Source: an optimization exercise on an open RTL-to-GDS flow (aim: small area). Production flows keep margins and buffers that such runs may drop.
The RTL was checked by simulation tests, not by an equivalence proof against the original design.
Power and IR drop assume default switching activity.

## exe_top
module exe_top #(
    parameter int XLEN = exe_pkg::XLEN_DEF
) (
    input  wire                  clk_i,
    input  wire                  rst_i,
    input  wire                  in_valid_i,
    output logic                 in_ready_o,
    input  wire [31:0]           inst_i,
    input  wire [XLEN-1:0]       inst_addr_i,
    input  wire [XLEN-1:0]       op1_i,
    input  wire [XLEN-1:0]       op2_i,
    input  wire [4:0]            reg_waddr_i,
    input  wire                  reg_we_i,
    output logic                 out_valid_o,
    input  wire                  out_ready_i,
    output logic                 reg_we_o,
    output logic [4:0]           reg_waddr_o,
    output logic [XLEN-1:0]      reg_wdata_o,
    output logic                 mem_we_o,
    output logic [XLEN-1:0]      mem_addr_o,
    output logic [XLEN-1:0]      mem_wdata_o,
    output logic [3:0]           mem_op_o,
    output logic                 jump_en_o,
    output logic [XLEN-1:0]      jump_addr_o
);
    function automatic logic [32:0] carries_bk(input logic [31:0] p_in, input logic [31:0] g_in, input logic cin);
        logic [31:0] p, g;
        logic [32:0] c;
        p = p_in;
        g = g_in;
        g[0] = g[0] | (p[0] & cin);
        for (int i = 1; i <= 5; i++) begin
            for (int j = 2**i - 1; j < 32; j = j + 2**i) begin
                g[j] = g[j] | (p[j] & g[j - 2**(i-1)]);
                p[j] = p[j] & p[j - 2**(i-1)];
            end
        end
        for (int i = 5; i > 0; i--) begin
            for (int j = 2**i + 2**(i-1) - 1; j < 32; j = j + 2**i) begin
                g[j] = g[j] | (p[j] & g[j - 2**(i-1)]);
                p[j] = p[j] & p[j - 2**(i-1)];
            end
        end
        c = {g, cin};
        carries_bk = c;
    endfunction
    logic ld, hd;
    assign ld = ~out_valid_o | out_ready_i;
    assign hd = ~ld;
    logic [6:0] opc;
    logic [2:0] f3;
    logic       f7_zero, f7_alt;
    logic       is_opi, is_opr, is_lui, is_ld, is_st, is_br, is_jmp;
    logic       alu_ok;
    assign opc     = inst_i[6:0];
    assign f3      = inst_i[14:12];
    assign f7_zero = inst_i[31:25] == 7'b0000000;
    assign f7_alt  = inst_i[31:25] == 7'b0100000;
    assign is_opi  = opc == rv_isa_pkg::OPC_I;
  ...
clock: 5.0 ns
lec_check: 0
abc_area: 1
cap_margin: 20
core_margin: 2
core_utilization: 45
gpl_timing_driven: 0
setup_slack_margin: 0.1
slew_margin: 20
standard.sh (not shown) runs the stock make flow with config.mk's settings and CLKGATE_MAP_FILE= SYNTH_SCRIPT=/design/flow/synth_recipe.tcl, a recipe that flattens the netlist after the stock synthesis.
==> flow/flow/run.sh <==
#!/bin/bash
# ORFS layout built on the standard.sh, with these changes:
#  - synthesis is the standard flow's synthesis script unchanged except that ABC maps the
#    logic with flow/abc_map.script (delay-targeted mapping with area
#    recovery, delay target in ps in the script). Registers are mapped before
#    ABC runs, so they are the standard synthesis's registers;
#  - synthesis buffers are removed before global placement (as the
#    timing-driven mode does);
#  - the port buffers are made from the smallest buffer cell;
#  - clock tree synthesis uses small clock buffers and no dummy loads.
# Tool output goes to synth.log, standard.log and ORFS's per-step logs.
set -e
here=$(pwd)
{ head -n 1 synth_recipe.tcl
  echo "proc abc {args} { set i [lsearch -exact \$args -script]; if {\$i >= 0} { lset args [expr {\$i+1}] $here/flow/abc_map.script }; yosys abc {*}\$args }"
  tail -n +2 synth_recipe.tcl; } > flow_synth.tcl
mk=$(grep '^make -C' standard.sh | sed "s|SYNTH_SCRIPT=[^ ]*|SYNTH_SCRIPT=$here/flow_synth.tcl|; s|\"\${@:-finish}\"|synth|")
eval "$mk" > synth.log 2>&1
export BUFFER_PORTS_ARGS="-buffer_cell sky130_fd_sc_hd__buf_1"
export PRE_GLOBAL_PLACE_TCL="$here/flow/pre_gpl.tcl"
export CTS_ARGS="-sink_clustering_enable -repair_clock_nets -dont_use_dummy_load -buf_list sky130_fd_sc_hd__clkbuf_8 -root_buf sky130_fd_sc_hd__clkbuf_8 -sink_clustering_size 10"
bash standard.sh > standard.log 2>&1
==> flow/flow/abc_map.script <==
strash
dch
map -B 0.9 -D 1500
topo
stime -c
buffer -c
upsize -c -D 1500
dnsize -c -D 1500
==> flow/flow/pre_gpl.tcl <==
# drop synthesis buffers; repair_design re-buffers where slew or load needs it
if { !$::env(GPL_TIMING_DRIVEN) } {
  remove_buffers
}
Edit:
--- a/flow/flow/run.sh
+++ b/flow/flow/run.sh
@@ -19,4 +19,4 @@
 export BUFFER_PORTS_ARGS="-buffer_cell sky130_fd_sc_hd__buf_1"
 export PRE_GLOBAL_PLACE_TCL="$here/flow/pre_gpl.tcl"
-export CTS_ARGS="-sink_clustering_enable -repair_clock_nets -dont_use_dummy_load -buf_list sky130_fd_sc_hd__clkbuf_8 -root_buf sky130_fd_sc_hd__clkbuf_8 -sink_clustering_size 10"
+export CTS_ARGS="-sink_clustering_enable -repair_clock_nets -dont_use_dummy_load -buf_list sky130_fd_sc_hd__clkbuf_4 -root_buf sky130_fd_sc_hd__clkbuf_8 -sink_clustering_size 8"
 bash standard.sh > standard.log 2>&1
==> flow/flow/abc_map.script (replaced) <==
strash
dch -x
map -B 0.9 -D 1500
topo
stime -c
buffer -c
upsize -c -D 1500
dnsize -c -D 1500
- SETUP_SLACK_MARGIN: 0.1 -> 0.05
=> Count of clock-buffer cells in the layout is unchanged. Clock power shrinks by about 3%. Sequential power grows by about 0.8%. Worst hold slack is worse by 0.0055 ns. Fmax shrinks by 1.5%. Register-to-register slack is worse by 0.34 ns. Total power grows by 0.46%. Die area shrinks by 0.49%. Final cell count shrinks by 0.63%. Routed wire length grows by 1.8%. Global-route usage grows by 0.87 points.
Edit:
==> flow/flow/abc_map.script (replaced) <==
strash
&get -n
&st
&dch
&nf -R 1000
&put
strash
dch
map -B 0.9 -D 1500
topo
stime -c
buffer -c
upsize -c -D 1500
dnsize -c -D 1500
After rerunning:
- wire length came out lower by 3.5%
- cell area stays flat
- non-clock buffer count rises by 17
- register-to-register slack is worse by 0.08 ns
- utilization is higher by 1.8 points
- power barely changes
- clock-buffer cell count stays the same
- sequential power barely changes
- hold slack barely changes
- maximum frequency barely changes
- first-iteration DRC count fell by 19%
Edit:
==> flow/flow/run.sh (replaced) <==
#!/bin/bash
# Standard ORFS layout (the standard.sh) with these changes:
#  - synthesis buffers are removed before global placement (as the
#    timing-driven mode does);
#  - the port buffers are made from the smallest buffer cell;
#  - clock tree synthesis uses small clock buffers and no dummy loads.
# Tool output goes to standard.log and ORFS's per-step logs under orfs/logs.
here=$(pwd)
export BUFFER_PORTS_ARGS="-buffer_cell sky130_fd_sc_hd__buf_1"
export PRE_GLOBAL_PLACE_TCL="$here/flow/pre_gpl.tcl"
export CTS_ARGS="-sink_clustering_enable -repair_clock_nets -dont_use_dummy_load -buf_list sky130_fd_sc_hd__clkbuf_8 -root_buf sky130_fd_sc_hd__clkbuf_8 -sink_clustering_size 10"
bash standard.sh > standard.log 2>&1
- SETUP_SLACK_MARGIN: 0.05 -> 0.1
removed: flow/flow/abc_map.script
Design area rises by 1.8%.
Power falls by 0.93%.
Global-route usage falls by 0.29 points.
Synthesized cell count rises by 7.9%.

---

yarrow:
exe_top, a different RTL version from the one above (not shown whole).
Size: about 1800 cells after synthesis, roughly 78 flip-flops, ~10000 um2 of cells after synthesis.
## exe_top
module exe_top #(
    parameter int XLEN = exe_pkg::XLEN_DEF
) (
    input  wire                  clk_i,
    input  wire                  rst_i,
    input  wire                  in_valid_i,
    output logic                 in_ready_o,
    input  wire [31:0]           inst_i,
    input  wire [XLEN-1:0]       inst_addr_i,
    input  wire [XLEN-1:0]       op1_i,
    input  wire [XLEN-1:0]       op2_i,
    input  wire [4:0]            reg_waddr_i,
    input  wire                  reg_we_i,
    output logic                 out_valid_o,
    input  wire                  out_ready_i,
    output logic                 reg_we_o,
    output logic [4:0]           reg_waddr_o,
    output logic [XLEN-1:0]      reg_wdata_o,
    output logic                 mem_we_o,
    output logic [XLEN-1:0]      mem_addr_o,
    output logic [XLEN-1:0]      mem_wdata_o,
    output logic [3:0]           mem_op_o,
    output logic                 jump_en_o,
    output logic [XLEN-1:0]      jump_addr_o
);
    function automatic logic [32:0] carries_bk(input logic [31:0] p_in, input logic [31:0] g_in, input logic cin);
        logic [31:0] p, g;
        logic [32:0] c;
        p = p_in;
        g = g_in;
        g[0] = g[0] | (p[0] & cin);
        for (int i = 1; i <= 5; i++) begin
            for (int j = 2**i - 1; j < 32; j = j + 2**i) begin
                g[j] = g[j] | (p[j] & g[j - 2**(i-1)]);
                p[j] = p[j] & p[j - 2**(i-1)];
            end
        end
        for (int i = 5; i > 0; i--) begin
            for (int j = 2**i + 2**(i-1) - 1; j < 32; j = j + 2**i) begin
                g[j] = g[j] | (p[j] & g[j - 2**(i-1)]);
                p[j] = p[j] & p[j - 2**(i-1)];
            end
        end
        c = {g, cin};
        carries_bk = c;
    endfunction
    logic ld, hd;
    assign ld = ~out_valid_o | out_ready_i;    
    assign hd = out_valid_o & ~out_ready_i;    
    logic [6:0] opc;
    logic [2:0] f3;
    logic       f7_zero, f7_alt;
    logic       is_opi, is_opr, is_lui, is_ld, is_st, is_br, is_jmp;
    logic       alu_ok;
    assign opc     = inst_i[6:0];
    assign f3      = inst_i[14:12];
    assign f7_zero = inst_i[31:25] == 7'b0000000;
    assign f7_alt  = inst_i[31:25] == 7'b0100000;
    assign is_opi  = opc == rv_isa_pkg::OPC_I;
    assign is_opr  = opc == rv_isa_pkg::OPC_R;
  ...
clock: 5.0 ns
lec_check: 0
abc_area: 1
cap_margin: 10
core_margin: 2
core_utilization: 45
gpl_timing_driven: 0
setup_slack_margin: 0.05
slew_margin: 10
==> flow/flow/run.sh <==
#!/bin/bash
# ORFS layout built on the standard.sh, with these changes:
#  - synthesis is the standard flow's synthesis script unchanged except that ABC maps the
#    logic with flow/abc_map.script (delay-targeted mapping with area
#    recovery, delay target in ps in the script). Registers are mapped before
#    ABC runs, so they are the standard synthesis's registers;
#  - synthesis buffers are removed before global placement (as the
#    timing-driven mode does);
#  - the port buffers are made from the smallest buffer cell;
#  - clock tree synthesis uses small clock buffers and no dummy loads.
# Tool output goes to synth.log, standard.log and ORFS's per-step logs.
set -e
here=$(pwd)
{ head -n 1 synth_recipe.tcl
  echo "proc abc {args} { set i [lsearch -exact \$args -script]; if {\$i >= 0} { lset args [expr {\$i+1}] $here/flow/abc_map.script }; yosys abc {*}\$args }"
  tail -n +2 synth_recipe.tcl; } > flow_synth.tcl
mk=$(grep '^make -C' standard.sh | sed "s|SYNTH_SCRIPT=[^ ]*|SYNTH_SCRIPT=$here/flow_synth.tcl|; s|\"\${@:-finish}\"|synth|")
eval "$mk" > synth.log 2>&1
export BUFFER_PORTS_ARGS="-buffer_cell sky130_fd_sc_hd__buf_1"
export PRE_GLOBAL_PLACE_TCL="$here/flow/pre_gpl.tcl"
export CTS_ARGS="-sink_clustering_enable -repair_clock_nets -dont_use_dummy_load -buf_list sky130_fd_sc_hd__clkbuf_4 -root_buf sky130_fd_sc_hd__clkbuf_8 -sink_clustering_size 8"
bash standard.sh > standard.log 2>&1
==> flow/flow/abc_map.script <==
strash
dch -x
map -B 0.9 -D 1700
topo
stime -c
buffer -c
upsize -c -D 1700
dnsize -c -D 1700
Scripts as last shown in full above: flow/flow/pre_gpl.tcl
No stage failed in yarrow, and the final checks on the layout all came back clean.
Inputs modified between yarrow and zinc:
--- a/flow/config.mk
+++ b/flow/config.mk
@@ -7,8 +7,8 @@
 export LEC_CHECK = 0
 export ABC_AREA = 1
-export CAP_MARGIN = 10
+export CAP_MARGIN = 20
 export CORE_MARGIN = 2
-export CORE_UTILIZATION = 45
+export CORE_UTILIZATION = 55
 export GPL_TIMING_DRIVEN = 0
 export SETUP_SLACK_MARGIN = 0.05
-export SLEW_MARGIN = 10
+export SLEW_MARGIN = 20
Notes after the runs:
zinc completed every stage of the flow, and the final layout passed the timing, DRC and antenna checks.
Of the two candidates, yarrow has the worse final critical-path setup slack and zinc the better one.
Worst hold slack delta (zinc -> yarrow): insignificant
Compared with yarrow, zinc shows a higher number of buffers outside the clock class in the layout.
Diff yarrow..zinc | area of the mapped netlist | unchanged
Placed cell area (higher): yarrow
Die boundary width in zinc is about 9% below yarrow.
[zinc vs yarrow] global-route usage: higher in zinc
For overall power, yarrow and zinc come out practically identical.
Setup changes, zinc to garnet
==> flow/flow/abc_map.script <==
strash
dch -x
map -B 0.9 -D 1500
topo
stime -c
buffer -c
upsize -c -D 1500
dnsize -c -D 1500
--- a/flow/config.mk
+++ b/flow/config.mk
@@ -9,5 +9,5 @@
 export CAP_MARGIN = 20
 export CORE_MARGIN = 2
-export CORE_UTILIZATION = 55
+export CORE_UTILIZATION = 45
 export GPL_TIMING_DRIVEN = 0
 export SETUP_SLACK_MARGIN = 0.05
Notes after the runs:
Between garnet and zinc, the difference in sequential cell area share is negligible. Compared with zinc, garnet shows cell count that has gone up by a few percent. Diff zinc..garnet | clock tree buffer count of the final layout | unchanged.
#### Input delta (maple over garnet)
==> flow/flow/abc_map.script <==
strash
dch -x
map -B 0.9 -D 1700
topo
stime -c
buffer -c
upsize -c -D 1700
dnsize -c -D 1700
--- a/flow/config.mk
+++ b/flow/config.mk
@@ -11,4 +11,4 @@
 export CORE_UTILIZATION = 45
 export GPL_TIMING_DRIVEN = 0
-export SETUP_SLACK_MARGIN = 0.05
+export SETUP_SLACK_MARGIN = 0
 export SLEW_MARGIN = 20
[summary]
- maple: no failed stages, no open violations at the end
- garnet -> maple: final instance area flat
- Accumulated negative setup slack: maple vs garnet identical
- Area growth from synthesis to layout was lower in the run labelled garnet.
- Looking at maple and garnet, the per-instance average area after synthesis is a wash.
- Between maple and garnet, the clock-cell share of area does not differ in any meaningful way.
- Area after synthesis across maple and garnet: no real change.
- Comparing maple and garnet, the higher post-detailed-route wirelength per cell is on garnet.
- Diff garnet -> maple: worst setup slack increased by 0.074 ns relative to the old numbers; cell count held steady; leakage component of the power up 0.000019 uW.
For raven, these inputs were changed with respect to maple:
--- a/flow/flow/abc_map.script
+++ b/flow/flow/abc_map.script
@@ -1,4 +1,4 @@
 strash
-dch -x
+dch -x -f
 map -B 0.9 -D 1700
 topo
--- a/flow/config.mk
+++ b/flow/config.mk
@@ -11,4 +11,4 @@
 export CORE_UTILIZATION = 45
 export GPL_TIMING_DRIVEN = 0
-export SETUP_SLACK_MARGIN = 0
+export SETUP_SLACK_MARGIN = 0.05
 export SLEW_MARGIN = 20
Findings:
- Taking maple as the reference, in raven fraction of layout cells with a size suffix above 1 lost 0.54 points, power share of the clock group decreased by 0.4 points relative to the old numbers, leakage power rose by about 0.6%.

---

exe_top with an RTL version that a note above also has.
For scale: roughly 1700 cells after synthesis, about 78 flip-flops, roughly 280 I/O pins.
export LEC_CHECK = 0
export ABC_AREA = 1
export CAP_MARGIN = 20
export CORE_MARGIN = 2
export CORE_UTILIZATION = 45
export GPL_TIMING_DRIVEN = 0
export SETUP_SLACK_MARGIN = 0.05
export SLEW_MARGIN = 20
create_clock -name core_clock -period 5.0 [get_ports {clk_i}]
==> flow/flow/abc_map.script <==
strash
dch
map -B 0.9 -D 1500
topo
stime -c
buffer -c
upsize -c -D 1500
dnsize -c -D 1500
Scripts as last shown in full above: flow/flow/run.sh, flow/flow/pre_gpl.tcl
Then changed:
--- a/flow/flow/run.sh
+++ b/flow/flow/run.sh
@@ -4,3 +4,3 @@
 #    logic with flow/abc_map.script (delay-targeted mapping with area
-#    recovery, delay target in ps in the script). Registers are mapped before
+#    recovery; {D} is ABC_CLOCK_PERIOD_IN_PS). Registers are mapped before
 #    ABC runs, so they are the standard synthesis's registers;
@@ -20,3 +20,3 @@
 export PRE_GLOBAL_PLACE_TCL="$here/flow/pre_gpl.tcl"
-export CTS_ARGS="-sink_clustering_enable -repair_clock_nets -dont_use_dummy_load -buf_list sky130_fd_sc_hd__clkbuf_4 -root_buf sky130_fd_sc_hd__clkbuf_8 -sink_clustering_size 8"
+export CTS_ARGS="-sink_clustering_enable -repair_clock_nets -dont_use_dummy_load -buf_list sky130_fd_sc_hd__clkbuf_8 -root_buf sky130_fd_sc_hd__clkbuf_8 -sink_clustering_size 10"
 bash standard.sh > standard.log 2>&1
==> flow/flow/abc_map.script (replaced) <==
strash
dch
map -B 0.9 -D {D}
topo
stime -c
buffer -c
upsize -c -D {D}
dnsize -c -D {D}
--- a/flow/config.mk
+++ b/flow/config.mk
@@ -8,2 +8,3 @@
 export ABC_AREA = 1
+export ABC_CLOCK_PERIOD_IN_PS = 1500
 export CAP_MARGIN = 20
@@ -12,3 +13,3 @@
 export GPL_TIMING_DRIVEN = 0
-export SETUP_SLACK_MARGIN = 0.05
+export SETUP_SLACK_MARGIN = 0.1
 export SLEW_MARGIN = 20
Result: This time the run stopped in synthesis (1_2_yosys).
Then changed:
--- a/flow/flow/run.sh
+++ b/flow/flow/run.sh
@@ -4,3 +4,3 @@
 #    logic with flow/abc_map.script (delay-targeted mapping with area
-#    recovery; {D} is ABC_CLOCK_PERIOD_IN_PS). Registers are mapped before
+#    recovery, delay target in ps in the script). Registers are mapped before
 #    ABC runs, so they are the standard synthesis's registers;
@@ -20,3 +20,3 @@
 export PRE_GLOBAL_PLACE_TCL="$here/flow/pre_gpl.tcl"
-export CTS_ARGS="-sink_clustering_enable -repair_clock_nets -dont_use_dummy_load -buf_list sky130_fd_sc_hd__clkbuf_8 -root_buf sky130_fd_sc_hd__clkbuf_8 -sink_clustering_size 10"
+export CTS_ARGS="-sink_clustering_enable -repair_clock_nets -dont_use_dummy_load -buf_list sky130_fd_sc_hd__clkbuf_4 -root_buf sky130_fd_sc_hd__clkbuf_8 -sink_clustering_size 8"
 bash standard.sh > standard.log 2>&1
==> flow/flow/abc_map.script (replaced) <==
strash
dch
map -B 0.9 -D 1800
topo
stime -c
buffer -c
upsize -c -D 1800
dnsize -c -D 1800
--- a/flow/config.mk
+++ b/flow/config.mk
@@ -8,3 +8,2 @@
 export ABC_AREA = 1
-export ABC_CLOCK_PERIOD_IN_PS = 1500
 export CAP_MARGIN = 20
@@ -13,3 +12,3 @@
 export GPL_TIMING_DRIVEN = 0
-export SETUP_SLACK_MARGIN = 0.1
+export SETUP_SLACK_MARGIN = 0.05
 export SLEW_MARGIN = 20
Now the flow completed without violations.
Then changed:
--- a/flow/flow/run.sh
+++ b/flow/flow/run.sh
@@ -9,3 +9,4 @@
 #  - the port buffers are made from the smallest buffer cell;
-#  - clock tree synthesis uses small clock buffers and no dummy loads.
+#  - clock tree synthesis uses small clock buffers and no dummy loads;
+#  - timing is repaired once, after global routing, not also after CTS.
 # Tool output goes to synth.log, standard.log and ORFS's per-step logs.
@@ -21,2 +22,3 @@
 export CTS_ARGS="-sink_clustering_enable -repair_clock_nets -dont_use_dummy_load -buf_list sky130_fd_sc_hd__clkbuf_4 -root_buf sky130_fd_sc_hd__clkbuf_8 -sink_clustering_size 8"
+export SKIP_CTS_REPAIR_TIMING=1
 bash standard.sh > standard.log 2>&1
==> flow/flow/abc_map.script (replaced) <==
strash
dch -x
map -B 0.9 -D 1500
topo
stime -c
buffer -c
upsize -c -D 1500
dnsize -c -D 1500
Wire length goes up by 2.1%.
Clock-buffer cell count is unchanged.
Area after synthesis stays flat.

[port drivers added, routing unchanged]
The flow's constraints put no driver on any port. The routed layouts listed below were extracted and timed again, unchanged, in two steps. Step 1, drivers: a clkbuf_16 drives clk_i and a buf_2 each remaining input, both assumed. Step 2 also shifts input and output timing later by t, the mid clock arrival at the registers, as if the neighbouring blocks saw the same clock. a / b / c = ideal / step 1 / step 2; a / b = the first two.
| run | shift t [ns] | slack for setup (ns) | worst hold slack (ns) | latest minus earliest clock arrival (ns) | worst register clock-pin slew, ns |
|---|---|---|---|---|---|
| the first run of note 1 | 0.433 | 0.235 / 0.261 / -0.172 | 0.580 / 0.580 / 0.580 | 0.034 / 0.034 | 0.11 / 0.11 |
| the second run of note 1 | 0.423 | 0.160 / 0.178 / -0.245 | 0.575 / 0.575 / 0.575 | 0.030 / 0.031 | 0.10 / 0.10 |
| the third run of note 1 | 0.429 | 0.153 / 0.139 / -0.290 | 0.572 / 0.572 / 0.572 | 0.025 / 0.025 | 0.10 / 0.10 |
| the fourth run of note 1 | 0.402 | 0.167 / 0.187 / -0.216 | 0.575 / 0.575 / 0.575 | 0.031 / 0.031 | 0.09 / 0.09 |
| yarrow | 0.416 | 0.211 / 0.217 / -0.199 | 0.470 / 0.470 / 0.470 | 0.025 / 0.025 | 0.09 / 0.09 |
| zinc | 0.424 | 0.307 / 0.293 / -0.131 | 0.471 / 0.471 / 0.471 | 0.032 / 0.032 | 0.10 / 0.10 |
| garnet | 0.421 | 0.128 / 0.127 / -0.294 | 0.466 / 0.466 / 0.466 | 0.030 / 0.030 | 0.10 / 0.10 |
| maple | 0.420 | 0.202 / 0.140 / -0.280 | 0.468 / 0.468 / 0.468 | 0.025 / 0.026 | 0.10 / 0.10 |
| raven | 0.428 | 0.318 / 0.297 / -0.131 | 0.480 / 0.480 / 0.480 | 0.042 / 0.041 | 0.11 / 0.11 |
| the first run of note 3 | 0.439 | 0.187 / 0.210 / -0.228 | 0.573 / 0.573 / 0.573 | 0.028 / 0.029 | 0.10 / 0.10 |
| the third run of note 3 | 0.423 | 0.192 / 0.219 / -0.204 | 0.572 / 0.572 / 0.572 | 0.035 / 0.035 | 0.11 / 0.11 |
| the fourth run of note 3 | 0.428 | 0.185 / 0.206 / -0.222 | 0.570 / 0.570 / 0.570 | 0.030 / 0.029 | 0.10 / 0.10 |
Met with ideal ports but missed after step 2: setup timing in every run listed. The setup slack of maple, which loses most, moves by -0.062 ns with the drivers and by -0.482 ns with both steps.
